This is an optimization exercise on Yosys and OpenROAD, whose aim is small area, not a production implementation. In this exercise RTL edits were held to simulation tests only and were not proved equivalent to the original. No activity file was given, so power comes from the tool's default toggle rates.

==> 04-11 <==
// ssd1306_spi_responder
module ssd1306_spi_responder #(
  parameter int  PAGES   = 4,
  parameter int  COLS    = 128,
  parameter int  TIMEOUT = 64,
  localparam int PW      = $clog2(PAGES),
  localparam int CW      = $clog2(COLS),
  localparam int AW      = PW + CW
) (
  input  logic          clock,
  input  logic          reset,
  input  logic          oled_spi_clk,
  input  logic          oled_spi_data,
  input  logic          oled_dc_n,
  input  logic          oled_reset_n,
  input  logic          oled_vdd,
  input  logic          oled_vbat,
  input  logic [AW-1:0] rd_addr,
  output logic [7:0]    rd_data,
  output logic          byte_strobe,
  output logic [7:0]    rx_byte,
  output logic          rx_dc,
  output logic          display_on,
  output logic          charge_pump,
  output logic          seg_remap,
  output logic          com_scan,
  output logic [7:0]    contrast,
  output logic [7:0]    precharge,
  output logic [7:0]    com_pins,
  output logic [PW-1:0] cur_page,
  output logic [CW-1:0] cur_col,
  output logic          panel_active,
  output logic          err_timeout
);
clock: 6.0 ns
lec_check: 0
cap_margin: 20
core_margin: 2
core_utilization: 50
cts_buf_list: sky130_fd_sc_hd__clkbuf_8
cts_cluster_diameter: 60
cts_cluster_size: 16
gpl_timing_driven: 0
slew_margin: 20
synth_hierarchical: 1
run.sh (not shown) runs the stock make flow with config.mk's settings and CLKGATE_MAP_FILE= SYNTH_SCRIPT=/design/flow/synth_recipe.tcl, a recipe that flattens the netlist after the stock synthesis.
==> 01-23: changes against 04-11 <==
--- a/flow/design.v
+++ b/flow/design.v
@@ -206,50 +206,65 @@
   always_ff @(posedge clock) begin
     rot_q    <= rot_q + 1'b1;
     pend_v_q <= wr_en | (pend_v_q & ~hit);
     if (wr_en) pend_a_q <= {cur_page_q, cur_col_q};
   end
-  logic [NR-1:0]   ins;
-  logic [8*NR-1:0] ins_sel, ins_in, tail, head_n;
+  logic [NR-1:0]   ins, ins_n;
+  logic [8*NR-1:0] ins_sel, ins_sel_n, ins_in, tail, head_n;
   always_comb begin
-    for (int r = 0; r < NR; r++) ins[r] = hit & (pend_a_q[AW-1:LW] == r);
+    for (int r = 0; r < NR; r++) begin
+      ins[r]   = hit & (pend_a_q[AW-1:LW] == r);
+      ins_n[r] = ~ins[r];
+    end
     for (int b = 0; b < 8; b++) begin
       for (int r = 0; r < NR; r++) begin
-        ins_sel[b*NR + r] = ins[r];
-        ins_in[b*NR + r]  = ins_data[b];
-        tail[b*NR + r]    = mem_q[b*NE + r*RL + RL-1];
+        ins_sel[b*NR + r]   = ins[r];
+        ins_sel_n[b*NR + r] = ins_n[r];
+        ins_in[b*NR + r]    = ins_data[b];
+        tail[b*NR + r]      = mem_q[b*NE + r*RL + RL-1];
       end
     end
   end
-  ssd1306_muxi #(.N(8*NR)) u_ins (.s(ins_sel), .a(ins_in), .b(tail), .y(head_n));
+  ssd1306_oai22 #(.N(8*NR)) u_ins (
+    .a1(ins_sel), .a2(tail), .b1(ins_sel_n), .b2(ins_in), .y(head_n)
+  );
   always_ff @(posedge clock) begin
     for (int b = 0; b < 8; b++) begin
       for (int r = 0; r < NR; r++) begin
         mem_q[b*NE + r*RL +: RL] <= {mem_q[b*NE + r*RL +: RL-1], head_n[b*NR + r]};
       end
     end
   end
   logic [LW-1:0]     rd_pos;
   logic [LW:0]       rd_lap;
   logic              rd_pol;
-  logic [RL-1:0]     pos_n;
   logic [NR-1:0]     ring_n;
   logic [NE-1:0]     sel_rn, sel_pn, sel;
   logic [3*NL-1:0]   sel_x, dat_x;
   logic [8*NL-1:0]   la1, la2, lb1, lb2, lc1, lc2;
   logic [8*NL-1:0]   leaf_n;
   logic              rd_byp;
   logic [7:0]        rd_tree;
+  localparam int NG  = 4;
+  localparam int NRG = NR / NG;
+  logic [3:0] sl_oh, sh_oh;
   ssd1306_rd_dec #(.AW(AW), .LW(LW)) u_dec (
-    .rd_addr(rd_addr), .rot(rot_q[LW-1:0]), .ring_n(ring_n), .pos_n(pos_n)
+    .rd_addr(rd_addr), .rot(rot_q[LW-1:0]), .ring_n(ring_n), .sl_oh(sl_oh), .sh_oh(sh_oh)
   );
-  always_comb begin
-    for (int r = 0; r < NR; r++)
-      for (int p = 0; p < RL; p++) begin
-        sel_rn[r*RL + p] = ring_n[r];
-        sel_pn[r*RL + p] = pos_n[p];
+  for (genvar g = 0; g < NG; g++) begin : g_pos
+    logic [RL-1:0] pa, pb, pos_g_n;
+    for (genvar p = 0; p < RL; p++) begin : g_p
+      assign pa[p] = sl_oh[p % 4];
+      assign pb[p] = sh_oh[p / 4];
+    end
+    ssd1306_nand2 #(.N(RL)) u_pos (.a(pa), .b(pb), .y(pos_g_n));
+    for (genvar r = 0; r < NRG; r++) begin : g_r
+      for (genvar p = 0; p < RL; p++) begin : g_p2
+        assign sel_rn[(g*NRG + r)*RL + p] = ring_n[g*NRG + r];
+        assign sel_pn[(g*NRG + r)*RL + p] = pos_g_n[p];
       end
+    end
   end
   ssd1306_nor2 #(.N(NE)) u_sel (.a(sel_rn), .b(sel_pn), .y(sel));
   always_comb begin
     sel_x = '0;
     sel_x[NE-1:0] = sel;
@@ -268,28 +283,40 @@
   end
   ssd1306_aoi222 #(.N(8*NL)) u_leaf (
     .a1(la1), .a2(la2), .b1(lb1), .b2(lb2), .c1(lc1), .c2(lc2),
     .y (leaf_n)
   );
+  localparam int NP  = 4;
+  localparam int NLP = (NL + NP - 1) / NP;
+  logic [8*NP-1:0] rd_part;
   always_comb begin
-    for (int b = 0; b < 8; b++) rd_tree[b] = ~&leaf_n[b*NL +: NL];
+    for (int b = 0; b < 8; b++)
+      for (int q = 0; q < NP; q++) begin
+        rd_part[b*NP + q] = 1'b0;
+        for (int k = q * NLP; k < (q + 1) * NLP && k < NL; k++)
+          rd_part[b*NP + q] = rd_part[b*NP + q] | ~leaf_n[b*NL + k];
+      end
   end
   assign rd_pos = rd_addr[LW-1:0] + rot_q[LW-1:0];
   assign rd_lap = rot_q - {1'b0, rd_pos};
   assign rd_pol = rd_lap[LW];
   assign rd_byp = pend_v_q & (rd_addr == pend_a_q);
-  logic [7:0] rd_raw_q, rd_bdat_q;
-  logic       rd_pol_q, rd_byp_q, rd_zero_q;
+  logic [8*NP-1:0] rd_part_q;
+  logic [7:0]      rd_bdat_q;
+  logic            rd_pol_q, rd_byp_q, rd_zero_q;
   always_ff @(posedge clock) begin
-    rd_raw_q  <= rd_tree;
+    rd_part_q   <= rd_part;
     rd_pol_q  <= rd_pol;
     rd_byp_q  <= rd_byp;
     rd_bdat_q <= rx_byte_q;
     rd_zero_q <= reset;
   end
+  always_comb begin
+    for (int b = 0; b < 8; b++) rd_tree[b] = |rd_part_q[b*NP +: NP];
+  end
   assign rd_data      = rd_zero_q ? 8'h00 :
-                        rd_byp_q  ? rd_bdat_q : rd_raw_q ^ {8{rd_pol_q}};
+                        rd_byp_q  ? rd_bdat_q : rd_tree ^ {8{rd_pol_q}};
   assign byte_strobe  = byte_strobe_q;
   assign rx_byte      = rx_zero_q ? 8'h00 : rx_byte_q;
   assign rx_dc        = rx_dc_q;
   assign display_on   = display_on_q;
   assign charge_pump  = charge_pump_q;
@@ -308,37 +335,66 @@
   input  logic [N-1:0] a1, a2, b1, b2, c1, c2,
   output logic [N-1:0] y
 );
   assign y = ~((a1 & a2) | (b1 & b2) | (c1 & c2));
 endmodule
-module ssd1306_muxi #(
+module ssd1306_oai22 #(
   parameter int N = 1
 ) (
-  input  logic [N-1:0] s, a, b,
+  input  logic [N-1:0] a1, a2, b1, b2,
   output logic [N-1:0] y
 );
-  assign y = ~((s & a) | (~s & b));
+  assign y = ~((a1 | a2) & (b1 | b2));
 endmodule
 module ssd1306_rd_dec #(
   parameter int AW = 9,
   parameter int LW = 4
 ) (
   input  logic [AW-1:0]         rd_addr,
   input  logic [LW-1:0]         rot,
   output logic [2**(AW-LW)-1:0] ring_n,
-  output logic [2**LW-1:0]      pos_n
+  output logic [3:0]            sl_oh,
+  output logic [3:0]            sh_oh
 );
-  logic [LW-1:0] pos;
-  assign pos = rd_addr[LW-1:0] + rot;
+  logic [3:0] lo_l_oh, lo_h_oh, rot_l_oh, rot_h_oh;
+  logic [3:0] sh0_oh, sh1_oh;
+  logic       cl;
   always_comb begin
     for (int r = 0; r < 2**(AW-LW); r++) ring_n[r] = (rd_addr[AW-1:LW] != r);
-    for (int p = 0; p < 2**LW; p++)      pos_n[p]  = (pos != p);
+    for (int i = 0; i < 4; i++) begin
+      lo_l_oh[i]  = (rd_addr[1:0] == i);
+      lo_h_oh[i]  = (rd_addr[3:2] == i);
+      rot_l_oh[i] = (rot[1:0] == i);
+      rot_h_oh[i] = (rot[3:2] == i);
+    end
+    cl = 1'b0;
+    for (int x = 0; x < 4; x++) begin
+      sl_oh[x]  = 1'b0;
+      sh0_oh[x] = 1'b0;
+      sh1_oh[x] = 1'b0;
+      for (int k = 0; k < 4; k++) begin
+        sl_oh[x]  = sl_oh[x]  | (lo_l_oh[k] & rot_l_oh[(x - k) & 3]);
+        sh0_oh[x] = sh0_oh[x] | (lo_h_oh[k] & rot_h_oh[(x - k) & 3]);
+        sh1_oh[x] = sh1_oh[x] | (lo_h_oh[k] & rot_h_oh[(x - k - 1) & 3]);
+      end
+      for (int k = 0; k < 4; k++)
+        if (x + k >= 4) cl = cl | (lo_l_oh[k] & rot_l_oh[x]);
+    end
+    sh_oh = cl ? sh1_oh : sh0_oh;
   end
 endmodule
 module ssd1306_nor2 #(
   parameter int N = 1
 ) (
   input  logic [N-1:0] a, b,
   output logic [N-1:0] y
 );
   assign y = ~(a | b);
 endmodule
+module ssd1306_nand2 #(
+  parameter int N = 1
+) (
+  input  logic [N-1:0] a, b,
+  output logic [N-1:0] y
+);
+  assign y = ~(a & b);
+endmodule
- CORE_UTILIZATION: 50 -> 65
- CTS_CLUSTER_SIZE: 16 -> 20
- SETUP_SLACK_MARGIN: default -> 0.2
==> 07-01: changes against 04-11 <==
--- a/flow/design.v
+++ b/flow/design.v
@@ -206,50 +206,65 @@
   always_ff @(posedge clock) begin
     rot_q    <= rot_q + 1'b1;
     pend_v_q <= wr_en | (pend_v_q & ~hit);
     if (wr_en) pend_a_q <= {cur_page_q, cur_col_q};
   end
-  logic [NR-1:0]   ins;
-  logic [8*NR-1:0] ins_sel, ins_in, tail, head_n;
+  logic [NR-1:0]   ins, ins_n;
+  logic [8*NR-1:0] ins_sel, ins_sel_n, ins_in, tail, head_n;
   always_comb begin
-    for (int r = 0; r < NR; r++) ins[r] = hit & (pend_a_q[AW-1:LW] == r);
+    for (int r = 0; r < NR; r++) begin
+      ins[r]   = hit & (pend_a_q[AW-1:LW] == r);
+      ins_n[r] = ~ins[r];
+    end
     for (int b = 0; b < 8; b++) begin
       for (int r = 0; r < NR; r++) begin
-        ins_sel[b*NR + r] = ins[r];
-        ins_in[b*NR + r]  = ins_data[b];
-        tail[b*NR + r]    = mem_q[b*NE + r*RL + RL-1];
+        ins_sel[b*NR + r]   = ins[r];
+        ins_sel_n[b*NR + r] = ins_n[r];
+        ins_in[b*NR + r]    = ins_data[b];
+        tail[b*NR + r]      = mem_q[b*NE + r*RL + RL-1];
       end
     end
   end
-  ssd1306_muxi #(.N(8*NR)) u_ins (.s(ins_sel), .a(ins_in), .b(tail), .y(head_n));
+  ssd1306_oai22 #(.N(8*NR)) u_ins (
+    .a1(ins_sel), .a2(tail), .b1(ins_sel_n), .b2(ins_in), .y(head_n)
+  );
   always_ff @(posedge clock) begin
     for (int b = 0; b < 8; b++) begin
       for (int r = 0; r < NR; r++) begin
         mem_q[b*NE + r*RL +: RL] <= {mem_q[b*NE + r*RL +: RL-1], head_n[b*NR + r]};
       end
     end
   end
   logic [LW-1:0]     rd_pos;
   logic [LW:0]       rd_lap;
   logic              rd_pol;
-  logic [RL-1:0]     pos_n;
   logic [NR-1:0]     ring_n;
   logic [NE-1:0]     sel_rn, sel_pn, sel;
   logic [3*NL-1:0]   sel_x, dat_x;
   logic [8*NL-1:0]   la1, la2, lb1, lb2, lc1, lc2;
   logic [8*NL-1:0]   leaf_n;
   logic              rd_byp;
   logic [7:0]        rd_tree;
+  localparam int NG  = 4;
+  localparam int NRG = NR / NG;
+  logic [3:0] sl_oh, sh_oh;
   ssd1306_rd_dec #(.AW(AW), .LW(LW)) u_dec (
-    .rd_addr(rd_addr), .rot(rot_q[LW-1:0]), .ring_n(ring_n), .pos_n(pos_n)
+    .rd_addr(rd_addr), .rot(rot_q[LW-1:0]), .ring_n(ring_n), .sl_oh(sl_oh), .sh_oh(sh_oh)
   );
-  always_comb begin
-    for (int r = 0; r < NR; r++)
-      for (int p = 0; p < RL; p++) begin
-        sel_rn[r*RL + p] = ring_n[r];
-        sel_pn[r*RL + p] = pos_n[p];
+  for (genvar g = 0; g < NG; g++) begin : g_pos
+    logic [RL-1:0] pa, pb, pos_g_n;
+    for (genvar p = 0; p < RL; p++) begin : g_p
+      assign pa[p] = sl_oh[p % 4];
+      assign pb[p] = sh_oh[p / 4];
+    end
+    ssd1306_nand2 #(.N(RL)) u_pos (.a(pa), .b(pb), .y(pos_g_n));
+    for (genvar r = 0; r < NRG; r++) begin : g_r
+      for (genvar p = 0; p < RL; p++) begin : g_p2
+        assign sel_rn[(g*NRG + r)*RL + p] = ring_n[g*NRG + r];
+        assign sel_pn[(g*NRG + r)*RL + p] = pos_g_n[p];
       end
+    end
   end
   ssd1306_nor2 #(.N(NE)) u_sel (.a(sel_rn), .b(sel_pn), .y(sel));
   always_comb begin
     sel_x = '0;
     sel_x[NE-1:0] = sel;
@@ -268,28 +283,40 @@
   end
   ssd1306_aoi222 #(.N(8*NL)) u_leaf (
     .a1(la1), .a2(la2), .b1(lb1), .b2(lb2), .c1(lc1), .c2(lc2),
     .y (leaf_n)
   );
+  localparam int NP  = 4;
+  localparam int NLP = (NL + NP - 1) / NP;
+  logic [8*NP-1:0] rd_part;
   always_comb begin
-    for (int b = 0; b < 8; b++) rd_tree[b] = ~&leaf_n[b*NL +: NL];
+    for (int b = 0; b < 8; b++)
+      for (int q = 0; q < NP; q++) begin
+        rd_part[b*NP + q] = 1'b0;
+        for (int k = q * NLP; k < (q + 1) * NLP && k < NL; k++)
+          rd_part[b*NP + q] = rd_part[b*NP + q] | ~leaf_n[b*NL + k];
+      end
   end
   assign rd_pos = rd_addr[LW-1:0] + rot_q[LW-1:0];
   assign rd_lap = rot_q - {1'b0, rd_pos};
   assign rd_pol = rd_lap[LW];
   assign rd_byp = pend_v_q & (rd_addr == pend_a_q);
-  logic [7:0] rd_raw_q, rd_bdat_q;
-  logic       rd_pol_q, rd_byp_q, rd_zero_q;
+  logic [8*NP-1:0] rd_part_q;
+  logic [7:0]      rd_bdat_q;
+  logic            rd_pol_q, rd_byp_q, rd_zero_q;
   always_ff @(posedge clock) begin
-    rd_raw_q  <= rd_tree;
+    rd_part_q   <= rd_part;
     rd_pol_q  <= rd_pol;
     rd_byp_q  <= rd_byp;
     rd_bdat_q <= rx_byte_q;
     rd_zero_q <= reset;
   end
+  always_comb begin
+    for (int b = 0; b < 8; b++) rd_tree[b] = |rd_part_q[b*NP +: NP];
+  end
   assign rd_data      = rd_zero_q ? 8'h00 :
-                        rd_byp_q  ? rd_bdat_q : rd_raw_q ^ {8{rd_pol_q}};
+                        rd_byp_q  ? rd_bdat_q : rd_tree ^ {8{rd_pol_q}};
   assign byte_strobe  = byte_strobe_q;
   assign rx_byte      = rx_zero_q ? 8'h00 : rx_byte_q;
   assign rx_dc        = rx_dc_q;
   assign display_on   = display_on_q;
   assign charge_pump  = charge_pump_q;
@@ -308,37 +335,66 @@
   input  logic [N-1:0] a1, a2, b1, b2, c1, c2,
   output logic [N-1:0] y
 );
   assign y = ~((a1 & a2) | (b1 & b2) | (c1 & c2));
 endmodule
-module ssd1306_muxi #(
+module ssd1306_oai22 #(
   parameter int N = 1
 ) (
-  input  logic [N-1:0] s, a, b,
+  input  logic [N-1:0] a1, a2, b1, b2,
   output logic [N-1:0] y
 );
-  assign y = ~((s & a) | (~s & b));
+  assign y = ~((a1 | a2) & (b1 | b2));
 endmodule
 module ssd1306_rd_dec #(
   parameter int AW = 9,
   parameter int LW = 4
 ) (
   input  logic [AW-1:0]         rd_addr,
   input  logic [LW-1:0]         rot,
   output logic [2**(AW-LW)-1:0] ring_n,
-  output logic [2**LW-1:0]      pos_n
+  output logic [3:0]            sl_oh,
+  output logic [3:0]            sh_oh
 );
-  logic [LW-1:0] pos;
-  assign pos = rd_addr[LW-1:0] + rot;
+  logic [3:0] lo_l_oh, lo_h_oh, rot_l_oh, rot_h_oh;
+  logic [3:0] sh0_oh, sh1_oh;
+  logic       cl;
   always_comb begin
     for (int r = 0; r < 2**(AW-LW); r++) ring_n[r] = (rd_addr[AW-1:LW] != r);
-    for (int p = 0; p < 2**LW; p++)      pos_n[p]  = (pos != p);
+    for (int i = 0; i < 4; i++) begin
+      lo_l_oh[i]  = (rd_addr[1:0] == i);
+      lo_h_oh[i]  = (rd_addr[3:2] == i);
+      rot_l_oh[i] = (rot[1:0] == i);
+      rot_h_oh[i] = (rot[3:2] == i);
+    end
+    cl = 1'b0;
+    for (int x = 0; x < 4; x++) begin
+      sl_oh[x]  = 1'b0;
+      sh0_oh[x] = 1'b0;
+      sh1_oh[x] = 1'b0;
+      for (int k = 0; k < 4; k++) begin
+        sl_oh[x]  = sl_oh[x]  | (lo_l_oh[k] & rot_l_oh[(x - k) & 3]);
+        sh0_oh[x] = sh0_oh[x] | (lo_h_oh[k] & rot_h_oh[(x - k) & 3]);
+        sh1_oh[x] = sh1_oh[x] | (lo_h_oh[k] & rot_h_oh[(x - k - 1) & 3]);
+      end
+      for (int k = 0; k < 4; k++)
+        if (x + k >= 4) cl = cl | (lo_l_oh[k] & rot_l_oh[x]);
+    end
+    sh_oh = cl ? sh1_oh : sh0_oh;
   end
 endmodule
 module ssd1306_nor2 #(
   parameter int N = 1
 ) (
   input  logic [N-1:0] a, b,
   output logic [N-1:0] y
 );
   assign y = ~(a | b);
 endmodule
+module ssd1306_nand2 #(
+  parameter int N = 1
+) (
+  input  logic [N-1:0] a, b,
+  output logic [N-1:0] y
+);
+  assign y = ~(a & b);
+endmodule
- CORE_UTILIZATION: 50 -> 65
- SETUP_SLACK_MARGIN: default -> 0.2
==> run notes <==
Result of the run: 04-11 finished with violations; 01-23 timing/DRC/antenna clean; 07-01 timing/DRC/antenna clean
Violated checks: 04-11 negative setup slack; 01-23 -; 07-01 -
Power density normalized to cell area: 04-11 349 nW/um^2; 01-23 346 nW/um^2; 07-01 356 nW/um^2
RR Endpoint: 04-11 rd_raw_q[4]; 01-23 rd_part_q[16]; 07-01 rd_part_q[8]
Number of buffers outside the clock class in the layout: 04-11 225; 01-23 155; 07-01 155
Maximum ir drop on the vdd rail: 04-11 0.236 mV; 01-23 0.283 mV; 07-01 0.304 mV
Horiz. Die Dim: 04-11 472 um; 01-23 414 um; 07-01 414 um
Compound-cell area share of the yosys netlist: 04-11 13.0%; 01-23 14.6%; 07-01 14.6%
Number of detailed-route iterations in the first pass: 04-11 13; 01-23 12; 07-01 13
Clock transition at path regs: 04-11 100 ps; 01-23 120 ps; 07-01 100 ps
Power in sequential cells: 04-11 28.1 mW; 01-23 28.3 mW; 07-01 28.3 mW
Number of placed instances with taps included: 04-11 10.4k; 01-23 9879; 07-01 9879
Total number of nets in the final design: 04-11 7945; 01-23 7941; 07-01 8024
Die Outline Area: 04-11 222000 um^2; 01-23 171000 um^2; 07-01 171000 um^2
Drt wl/cell: 04-11 32.8 um; 01-23 30.5 um; 07-01 30.4 um
Area used by multi-input combinational logic: 04-11 25100 um^2; 01-23 24100 um^2; 07-01 24000 um^2
Inserted Clock Buffers: 04-11 319; 01-23 233; 07-01 316

[what the ideal ports hide]
The flow's constraints put no driver on any port. The routed layouts listed below were extracted and timed again, unchanged, in two steps. Step 1 assumes that a clkbuf_16 drives the clock port and a buf_2 every other input. Step 2 also shifts input and output timing later by t, the mid clock arrival at the registers, as if the neighbouring blocks saw the same clock. Three values: ideal ports, drivers, drivers and shift; two values: the first two.
run	t (ns)	setup WS [ns]	worst setup path after step 2	clock arrival spread, ns	worst register clock-pin slew, ns
04-11	1.170	-0.357 / -0.377 / -1.547	input to register	0.071 / 0.070	0.11 / 0.11
01-23	1.115	0.163 / 0.138 / -0.977	input to register	0.065 / 0.065	0.12 / 0.12
07-01	1.153	0.314 / 0.290 / -0.862	input to register	0.065 / 0.065	0.11 / 0.11
With both steps, setup timing fails in 01-23 and 07-01, where it was met with ideal ports. For 04-11, which loses most, drivers alone change the setup slack by -0.020 ns; drivers and shift together by -1.190 ns.
